What follows belongs to an exercise in optimizing a design on an open flow for small area, a short achievable clock period and few clock cycles per item; a production flow would make more cautious choices.
Only simulation tests tie the RTL to the original design; equivalence was not proved.
No activity file was given, so power comes from the tool's default toggle rates.

==> job 8392: inputs <==
==> flow/design.v <==
package swer_pkg;
  localparam int NOW_W    = 32;
  localparam int ADD_W    = 16;
  localparam int CFG_W    = 7;
  localparam int BUCKET_W = 24;
  localparam int TOTAL_W  = 30;
  localparam logic [CFG_W-1:0]    CFG_RESET  = 7'd60;
  localparam logic [BUCKET_W-1:0] BUCKET_MAX = 24'hFF_FFFF;
  localparam logic [TOTAL_W-1:0]  TOTAL_MAX  = 30'h3FFF_FFFF;
endpackage
module swer_ram #(
  parameter int WIDTH = 24,
  parameter int DEPTH = 64
) (
  input  logic                     clk,
  input  logic                     wr_en,
  input  logic                     wr_all,
  input  logic                     wr_wrap,
  input  logic [$clog2(DEPTH)-1:0] wr_lo,
  input  logic [$clog2(DEPTH)-1:0] wr_hi,
  input  logic [WIDTH-1:0]         wr_data,
  input  logic [$clog2(DEPTH)-1:0] rd_addr,
  output logic [WIDTH-1:0]         rd_data
);
  localparam int AW = $clog2(DEPTH);
  logic [WIDTH-1:0] mem [DEPTH];
  always_ff @(posedge clk) begin
    for (int j = 0; j < DEPTH; j++) begin
      if (wr_en && (wr_all ||
                    (wr_wrap ? (AW'(j) >= wr_lo || AW'(j) <= wr_hi)
                             : (AW'(j) >= wr_lo && AW'(j) <= wr_hi)))) begin
        mem[j] <= wr_data;
      end
    end
  end
  assign rd_data = mem[rd_addr];
endmodule
module sliding_window_event_rate #(
  parameter int MAX_WINDOW = 64
) (
  input  logic                            clk,
  input  logic                            rst_n,
  input  logic                            cfg_valid,
  output logic                            cfg_ready,
  input  logic [swer_pkg::CFG_W-1:0]      cfg_window_seconds,
  input  logic                            in_valid,
  output logic                            in_ready,
  input  logic [swer_pkg::NOW_W-1:0]      in_now_seconds,
  input  logic [swer_pkg::ADD_W-1:0]      in_add_count,
  output logic                            out_valid,
  input  logic                            out_ready,
  output logic [swer_pkg::TOTAL_W-1:0]    out_window_total
);
  localparam int AW = $clog2(MAX_WINDOW);
  localparam int WW = $clog2(MAX_WINDOW + 1);
  localparam int TW = swer_pkg::TOTAL_W;
  localparam int BW = swer_pkg::BUCKET_W;
  localparam int NW = swer_pkg::NOW_W;
  localparam int DW = swer_pkg::ADD_W;
  logic          go;             
  logic          go_f;           
  logic          split;          
  logic          in_rdy_r, cfg_rdy_r, cfg_mode_r;
  logic          in_fire, cfg_fire;
  logic [WW-1:0] w_r;            
  logic [7:0]    nw_r;           
  logic [WW-1:0] w_cfg;
  logic          tbig_r;         
  logic          v0, v1, v2, v3;
  logic          ov_r, sk_v;
  logic [TW-1:0] ov_tot, sk_tot;
  assign in_fire  = in_valid && in_rdy_r;
  assign cfg_fire = cfg_valid && cfg_rdy_r;
  assign go       = !sk_v;
  assign go_f     = go && !split;
  assign in_ready         = in_rdy_r;
  assign cfg_ready        = cfg_rdy_r;
  assign out_valid        = ov_r;
  assign out_window_total = ov_tot;
  always_comb begin
    if (cfg_window_seconds == '0) begin
      w_cfg = WW'(1);
    end else if (32'(cfg_window_seconds) > 32'(MAX_WINDOW)) begin
      w_cfg = WW'(MAX_WINDOW);
    end else begin
      w_cfg = WW'(cfg_window_seconds);
    end
  end
  logic [NW-1:0] now0;
  logic [DW-1:0] add0;
  always_ff @(posedge clk) begin
    if (go_f) begin
      now0 <= in_now_seconds;
      add0 <= in_add_count;
    end
  end
  logic [NW-1:0] last_r;
  logic [NW-1:0] delta;
  logic          later;
  logic          gt1, big1;
  logic [WW-1:0] dlo1;
  logic [DW-1:0] add1;
  assign later = now0 > last_r;
  assign delta = now0 - last_r;
  always_ff @(posedge clk) begin
    if (!rst_n) begin
      last_r <= '0;
    end else if (go_f && v0 && later) begin
      last_r <= now0;
    end
    if (go_f) begin
      gt1  <= later;
      big1 <= |delta[NW-1:WW];
      dlo1 <= delta[WW-1:0];
      add1 <= add0;
    end else if (go && split) begin
      dlo1 <= dlo1 - WW'(1);
    end
  end
  logic [AW-1:0] slot_r, slot1_r;
  logic          full_s, step_s;
  logic [7:0]    sum_c, sum_n;
  logic [8:0]    sub_c, sub_n;
  logic [AW-1:0] slot_k, rd_k, rd_u;
  logic [WW-1:0] slot1_p;
  logic          gt2, full2, wrap2, out2;
  logic [AW-1:0] lo2, hi2, rd2;
  logic [DW-1:0] add2;
  assign full_s  = gt1 && (big1 || dlo1 >= w_r);
  assign step_s  = gt1 && !full_s;
  assign split   = v1 && step_s && tbig_r && dlo1 > WW'(1);
  assign sum_c   = 8'(slot_r) + 8'(dlo1);
  assign sum_n   = 8'(slot1_r) + 8'(dlo1);
  assign sub_c   = 9'(slot_r) + 9'(dlo1) + 9'(nw_r);
  assign sub_n   = 9'(slot1_r) + 9'(dlo1) + 9'(nw_r);
  assign slot_k  = sub_c[8] ? AW'(sub_c) : AW'(sum_c);
  assign rd_k    = sub_n[8] ? AW'(sub_n) : AW'(sum_n);
  assign slot1_p = WW'(slot1_r) + WW'(1);
  assign rd_u    = (slot1_p == w_r) ? AW'(0) : AW'(slot1_p);
  always_ff @(posedge clk) begin
    if (!rst_n) begin
      slot_r  <= '0;
      slot1_r <= AW'(1);
    end else if (cfg_fire) begin
      slot_r  <= '0;
      slot1_r <= (w_cfg == WW'(1)) ? AW'(0) : AW'(1);
    end else if (go && split) begin
      slot_r  <= slot1_r;
      slot1_r <= rd_u;
    end else if (go && v1 && step_s) begin
      slot_r  <= slot_k;
      slot1_r <= rd_k;
    end
    if (!rst_n || cfg_fire) begin
      gt2   <= 1'b1;
      full2 <= 1'b1;
      out2  <= 1'b0;
      add2  <= '0;
    end else if (go) begin
      gt2   <= gt1;
      full2 <= full_s && !split;
      out2  <= !split;
      lo2   <= slot1_r;
      hi2   <= split ? slot1_r : slot_k;
      wrap2 <= !split && sub_c[8] && slot1_r != '0;
      rd2   <= split ? rd_u : (step_s ? rd_k : slot1_r);
      add2  <= split ? '0 : add1;
    end
  end
  logic [BW-1:0] acc_r;           
  logic [BW-1:0] asat_r;          
  logic [BW-1:0] bkt_r;           
  logic [BW-1:0] ring_rd;
  logic [DW:0]   lsum;
  logic          bsat;
  logic [DW-1:0] amt;
  logic          full3, out3;
  logic [BW-1:0] old3;
  logic [DW-1:0] amt3;
  swer_ram #(
    .WIDTH (BW),
    .DEPTH (MAX_WINDOW)
  ) u_ring (
    .clk     (clk),
    .wr_en   (go && v2 && gt2),
    .wr_all  (full2),
    .wr_wrap (wrap2),
    .wr_lo   (lo2),
    .wr_hi   (hi2),
    .wr_data (acc_r),
    .rd_addr (rd2),
    .rd_data (ring_rd)
  );
  assign lsum = (DW+1)'(bkt_r[DW-1:0]) + (DW+1)'(add2);
  assign bsat = !gt2 && lsum[DW] && (&bkt_r[BW-1:DW]);
  assign amt  = bsat ? ~bkt_r[DW-1:0] : add2;
  always_ff @(posedge clk) begin
    if (!rst_n) begin
      acc_r <= '0;
    end else if (go && v2) begin
      acc_r <= bsat ? asat_r : acc_r + BW'(add2);
    end
    if (go && v2 && gt2) begin
      asat_r <= acc_r - BW'(1);
    end
    if (go && v2) begin
      if (gt2)       bkt_r <= BW'(add2);
      else if (bsat) bkt_r <= swer_pkg::BUCKET_MAX;
      else           bkt_r <= {bkt_r[BW-1:DW] + (BW-DW)'(lsum[DW]), lsum[DW-1:0]};
    end
    if (go) begin
      full3 <= full2;
      out3  <= out2;
      old3  <= full2 ? acc_r : ring_rd;
      amt3  <= amt;
    end
  end
  logic [BW-1:0] oldl_r;          
  logic [TW-1:0] u_r;
  logic          bwrap;
  logic [BW:0]   ulo;
  logic [TW-BW-1:0] uhi;
  logic          v4, out4;
  function automatic logic less(input logic [BW-1:0] a, input logic [BW-1:0] b);
    logic [31:0] l, e;
    l = '0;
    e = '1;
    for (int i = 0; i < BW; i++) begin
      l[i] = !a[i] && b[i];
      e[i] = a[i] == b[i];
    end
    for (int n = 16; n >= 1; n = n / 2) begin
      for (int i = 0; i < n; i++) begin
        l[i] = l[2*i+1] || (e[2*i+1] && l[2*i]);
        e[i] = e[2*i+1] && e[2*i];
      end
    end
    less = l[0];
  endfunction
  function automatic logic [TW-BW-1:0] incr(input logic [TW-BW-1:0] x);
    logic c;
    c = 1'b1;
    for (int i = 0; i < TW - BW; i++) begin
      incr[i] = x[i] ^ c;
      c       = c && x[i];
    end
  endfunction
  function automatic logic [TW-BW-1:0] decr(input logic [TW-BW-1:0] x);
    logic c;
    c = 1'b1;
    for (int i = 0; i < TW - BW; i++) begin
      decr[i] = x[i] ^ c;
      c       = c && !x[i];
    end
  endfunction
  assign bwrap = less(old3, oldl_r);
  assign ulo   = (BW+1)'(full3 ? old3 : u_r[BW-1:0]) + (BW+1)'(amt3);
  always_comb begin
    if (full3)                  uhi = (TW-BW)'(ulo[BW]);
    else if (ulo[BW] && !bwrap) uhi = incr(u_r[TW-1:BW]);
    else if (!ulo[BW] && bwrap) uhi = decr(u_r[TW-1:BW]);
    else                        uhi = u_r[TW-1:BW];
  end
  always_ff @(posedge clk) begin
    if (!rst_n) begin
      u_r    <= '0;
      oldl_r <= '0;
    end else if (go && v3) begin
      u_r    <= {uhi, ulo[BW-1:0]};
      oldl_r <= old3;
    end
    if (go) begin
      out4 <= v3 && out3;
    end
  end
  logic [TW-1:0] tot5;
  logic          take, arrive, tbig_nx;
  assign tot5    = u_r - TW'(oldl_r);
  assign tbig_nx = (|tot5[TW-1:BW]) || (&tot5[BW-1:BW-6]);
  assign take    = ov_r && out_ready;
  assign arrive  = go && v4 && out4;
  always_ff @(posedge clk) begin
    tbig_r <= tbig_nx;
  end
  always_ff @(posedge clk) begin
    if (!rst_n) begin
      ov_r <= 1'b0;
      sk_v <= 1'b0;
    end else begin
      if (!ov_r || take) begin
        if (sk_v) begin
          ov_r <= 1'b1;
          sk_v <= 1'b0;
        end else begin
          ov_r <= arrive;
        end
      end else if (arrive) begin
        sk_v <= 1'b1;
      end
    end
    if (!ov_r || take) begin
      ov_tot <= sk_v ? sk_tot : tot5;
    end
    if (go) begin
      sk_tot <= tot5;
    end
  end
  logic v0_nx, v1_nx, v2_nx, go_nx, mode_nx;
  assign v0_nx   = go_f ? in_fire : v0;
  assign v1_nx   = go_f ? v0 : v1;
  assign v2_nx   = go ? v1 : v2;
  assign go_nx   = !(ov_r && !take && (sk_v || arrive));
  assign mode_nx = (cfg_mode_r || cfg_valid) && !cfg_fire;
  always_ff @(posedge clk) begin
    if (!rst_n) begin
      v0         <= 1'b0;
      v1         <= 1'b0;
      v2         <= 1'b1;
      v3         <= 1'b0;
      v4         <= 1'b0;
      in_rdy_r   <= 1'b0;
      cfg_rdy_r  <= 1'b0;
      cfg_mode_r <= 1'b0;
      w_r        <= WW'(swer_pkg::CFG_RESET);
      nw_r       <= 8'(256 - 32'(swer_pkg::CFG_RESET));
    end else begin
      v0         <= v0_nx;
      v1         <= v1_nx;
      if (cfg_fire) begin
        v2 <= 1'b1;
      end else if (go) begin
        v2 <= v1;
      end
      if (go) begin
        v3 <= v2;
        v4 <= v3;
      end
      cfg_mode_r <= mode_nx;
      cfg_rdy_r  <= mode_nx && !v0_nx && !v1_nx && (!v2_nx || go_nx);
      in_rdy_r   <= !mode_nx && go_nx && (!tbig_nx || (!v0_nx && !v1_nx));
      if (cfg_fire) begin
        w_r  <= w_cfg;
        nw_r <= 8'(0) - 8'(w_cfg);
      end
    end
  end
endmodule
==> flow/flow/run.sh <==
#!/bin/bash
set -euo pipefail
bash standard.sh SETUP_SLACK_MARGIN=6.5 finish > flow_make.log 2>&1
==> flow/standard.sh <==
#!/bin/bash
# synth_recipe.tcl (not shown) runs the flow's synth.tcl, then flattens the netlist and writes it again
# the make line also repeats each setting of config.mk as NAME=value (left out here)
make -C /OpenROAD-flow-scripts/flow DESIGN_CONFIG=/design/flow/config.mk WORK_HOME=/design/flow/orfs CLKGATE_MAP_FILE= SYNTH_SCRIPT=/design/flow/synth_recipe.tcl "${@:-finish}"
==> flow/config.mk <==
export PLATFORM = sky130hd
export DESIGN_NAME = sliding_window_event_rate
export DESIGN_NICKNAME = sliding_window_event_rate
export VERILOG_FILES = /design/flow/design.v
export SDC_FILE = /design/flow/constraint.sdc
export NUM_CORES = 4
export LEC_CHECK = 0
export CAP_MARGIN = 20
export CORE_MARGIN = 2
export CORE_UTILIZATION = 60
export CTS_CLUSTER_DIAMETER = 100
export CTS_CLUSTER_SIZE = 24
export SLEW_MARGIN = 20
==> flow/constraint.sdc <==
create_clock -name core_clock -period 10.0 [get_ports {clk}]
set_input_delay 2.0000 -clock core_clock [delete_from_list [all_inputs] [get_ports {clk}]]
set_output_delay 2.0000 -clock core_clock [all_outputs]
set_load 0.01 [all_outputs]
==> job 1478: changes against job 8392 <==
--- a/flow/design.v
+++ b/flow/design.v
@@ -20,5 +20,6 @@
   input  logic [$clog2(DEPTH)-1:0] wr_hi,
   input  logic [WIDTH-1:0]         wr_data,
-  input  logic [$clog2(DEPTH)-1:0] rd_addr,
+  input  logic [(1<<($clog2(DEPTH)/2))-1:0] rd_lo_oh,
+  input  logic [(1<<($clog2(DEPTH)-$clog2(DEPTH)/2))-1:0] rd_hi_oh,
   output logic [WIDTH-1:0]         rd_data
 );
@@ -34,5 +35,11 @@
     end
   end
-  assign rd_data = mem[rd_addr];
+  localparam int LB = AW / 2;
+  always_comb begin
+    rd_data = '0;
+    for (int j = 0; j < DEPTH; j++) begin
+      if (rd_hi_oh[j >> LB] && rd_lo_oh[j % (1 << LB)]) rd_data = rd_data | mem[j];
+    end
+  end
 endmodule
 module sliding_window_event_rate #(
@@ -66,4 +73,5 @@
   logic [7:0]    nw_r;           
   logic [WW-1:0] w_cfg;
+  logic          tbig1_r;        
   logic          tbig_r;         
   logic          v0, v1, v2, v3;
@@ -125,5 +133,8 @@
   logic [WW-1:0] slot1_p;
   logic          gt2, full2, wrap2, out2;
-  logic [AW-1:0] lo2, hi2, rd2;
+  localparam int LB = AW / 2;
+  logic [AW-1:0] lo2, hi2, rd_s;
+  logic [(1<<LB)-1:0]      rdl2;    
+  logic [(1<<(AW-LB))-1:0] rdh2;
   logic [DW-1:0] add2;
   assign full_s  = gt1 && (big1 || dlo1 >= w_r);
@@ -138,4 +149,5 @@
   assign slot1_p = WW'(slot1_r) + WW'(1);
   assign rd_u    = (slot1_p == w_r) ? AW'(0) : AW'(slot1_p);
+  assign rd_s = split ? rd_u : (step_s ? rd_k : slot1_r);
   always_ff @(posedge clk) begin
     if (!rst_n) begin
@@ -164,5 +176,6 @@
       hi2   <= split ? slot1_r : slot_k;
       wrap2 <= !split && sub_c[8] && slot1_r != '0;
-      rd2   <= split ? rd_u : (step_s ? rd_k : slot1_r);
+      rdl2  <= (1<<LB)'(1) << rd_s[LB-1:0];
+      rdh2  <= (1<<(AW-LB))'(1) << rd_s[AW-1:LB];
       add2  <= split ? '0 : add1;
     end
@@ -189,5 +202,6 @@
     .wr_hi   (hi2),
     .wr_data (acc_r),
-    .rd_addr (rd2),
+    .rd_lo_oh (rdl2),
+    .rd_hi_oh (rdh2),
     .rd_data (ring_rd)
   );
@@ -219,5 +233,5 @@
   logic [TW-1:0] u_r;
   logic          bwrap;
-  logic [BW:0]   ulo;
+  logic [BW:0]   ulo, ulo_u, ulo_f;
   logic [TW-BW-1:0] uhi;
   logic          v4, out4;
@@ -254,6 +268,25 @@
     end
   endfunction
+  function automatic logic [BW:0] kadd(input logic [BW-1:0] a, input logic [BW-1:0] b);
+    logic [BW-1:0] p, gg, pp, g2, p2;
+    p  = a ^ b;
+    gg = a & b;
+    pp = p;
+    for (int d = 1; d < BW; d = d * 2) begin
+      g2 = gg;
+      p2 = pp;
+      for (int i = d; i < BW; i++) begin
+        g2[i] = gg[i] | (pp[i] & gg[i-d]);
+        p2[i] = pp[i] & pp[i-d];
+      end
+      gg = g2;
+      pp = p2;
+    end
+    kadd = {gg[BW-1], p ^ {gg[BW-2:0], 1'b0}};
+  endfunction
   assign bwrap = less(old3, oldl_r);
-  assign ulo   = (BW+1)'(full3 ? old3 : u_r[BW-1:0]) + (BW+1)'(amt3);
+  assign ulo_u = kadd(u_r[BW-1:0], BW'(amt3));
+  assign ulo_f = kadd(old3, BW'(amt3));
+  assign ulo   = full3 ? ulo_f : ulo_u;
   always_comb begin
     if (full3)                  uhi = (TW-BW)'(ulo[BW]);
@@ -277,9 +310,10 @@
   logic          take, arrive, tbig_nx;
   assign tot5    = u_r - TW'(oldl_r);
-  assign tbig_nx = (|tot5[TW-1:BW]) || (&tot5[BW-1:BW-6]);
+  assign tbig_nx = (|tot5[TW-1:BW]) || (&tot5[BW-1:BW-5]);
   assign take    = ov_r && out_ready;
   assign arrive  = go && v4 && out4;
   always_ff @(posedge clk) begin
-    tbig_r <= tbig_nx;
+    tbig1_r <= tbig_nx;
+    tbig_r  <= tbig1_r;
   end
   always_ff @(posedge clk) begin
@@ -338,5 +372,5 @@
       cfg_mode_r <= mode_nx;
       cfg_rdy_r  <= mode_nx && !v0_nx && !v1_nx && (!v2_nx || go_nx);
-      in_rdy_r   <= !mode_nx && go_nx && (!tbig_nx || (!v0_nx && !v1_nx));
+      in_rdy_r   <= !mode_nx && go_nx && (!tbig1_r || (!v0_nx && !v1_nx));
       if (cfg_fire) begin
         w_r  <= w_cfg;
==> flow/flow/run.sh (replaced) <==
#!/bin/bash
set -euo pipefail
bash standard.sh SETUP_SLACK_MARGIN=7.5 finish > flow_make.log 2>&1
Settings changed: CTS_CLUSTER_SIZE 24 to 20.
==> qor summary <==
metric                                                                                         job 1478          job 8392
Run status                                                             no timing/DRC/antenna violations  no timing/DRC/antenna violations
Largest net degree at the start of global routing                                                   103                78
Tapcell count                                                                                      1781              1768
Switching power total                                                                           5.85 mW           4.88 mW
Power Clock                                                                                     4.65 mW           4.24 mW
Worst Hold Margin                                                                              0.410 ns          0.420 ns
Leakage Power                                                                                   37.2 nW           31.6 nW
Total number of placement rows                                                                      135               134
Non-clock inverters                                                                                 194               160
Source of the worst register-to-register timing path                                u_r[1]$_SDFFE_PN0P_  rd2[2]$_DFFE_PP_
Combinational Power                                                                             4.25 mW           2.76 mW
Detailed Routing Iterations Pass 1                                                                   13                 6
Fraction of final layout cells sized beyond drive strength 1                                      29.2%             12.4%
Initial cell density of the core                                                                  60.2%             60.4%
Die X-Extent                                                                                     372 um            370 um
Proportion of synthesized area in mux cells                                                      0.846%             1.03%
Power Density                                                                               190 nW/um^2       194 nW/um^2
Number of enable flip-flop cells after synthesis                                                   1759              1749
Layout overhead on the synthesized area                                                           26.5%             11.7%
Number of distinct library cell variants in the gate-level netlist after synthesis                   84                93
Number of placed instances with taps included                                                      7483              7507
Post-route standard cell area excluding fillers                                            103000 sq um       89900 sq um
Final worst slack                                                                               6.69 ns           6.32 ns
Count of plain and timing-repair buffers in the layout                                              974               399
Testbench counts of job 8392, summed over its fixed seeds: cycles 9,712, items 9,600.
Testbench counts of job 1478, summed over its fixed seeds: cycles 9,712, items 9,600.

what the ideal ports hide:
Ports are ideal in the flow. The routed layouts listed here were re-timed in OpenROAD. Step 1 sets driving cells, clkbuf_16 on the clock port and buf_2 on the other inputs (assumed; they add their load-dependent delay and slew). Step 2 moves the port delays by t, midway between the first and last clock arrival at a register: inputs arrive t later, outputs are due t later. That takes back most of the time a late clock gives input paths. a / b / c = ideal ports / drivers / drivers and shift; a / b = the first two.
| run | t, ns | slack for setup (ns) | clock arrival spread, ns |
|---|---|---|---|
| job 8392 | 0.823 | 6.316 / 6.316 / 5.885 | 0.066 / 0.067 |
| job 1478 | 0.867 | 6.690 / 6.637 / 6.573 | 0.067 / 0.067 |
After both steps every run listed still meets setup and hold. The setup slack of job 8392, which loses most, moves by 0.000 ns with the drivers and by -0.431 ns with both steps.
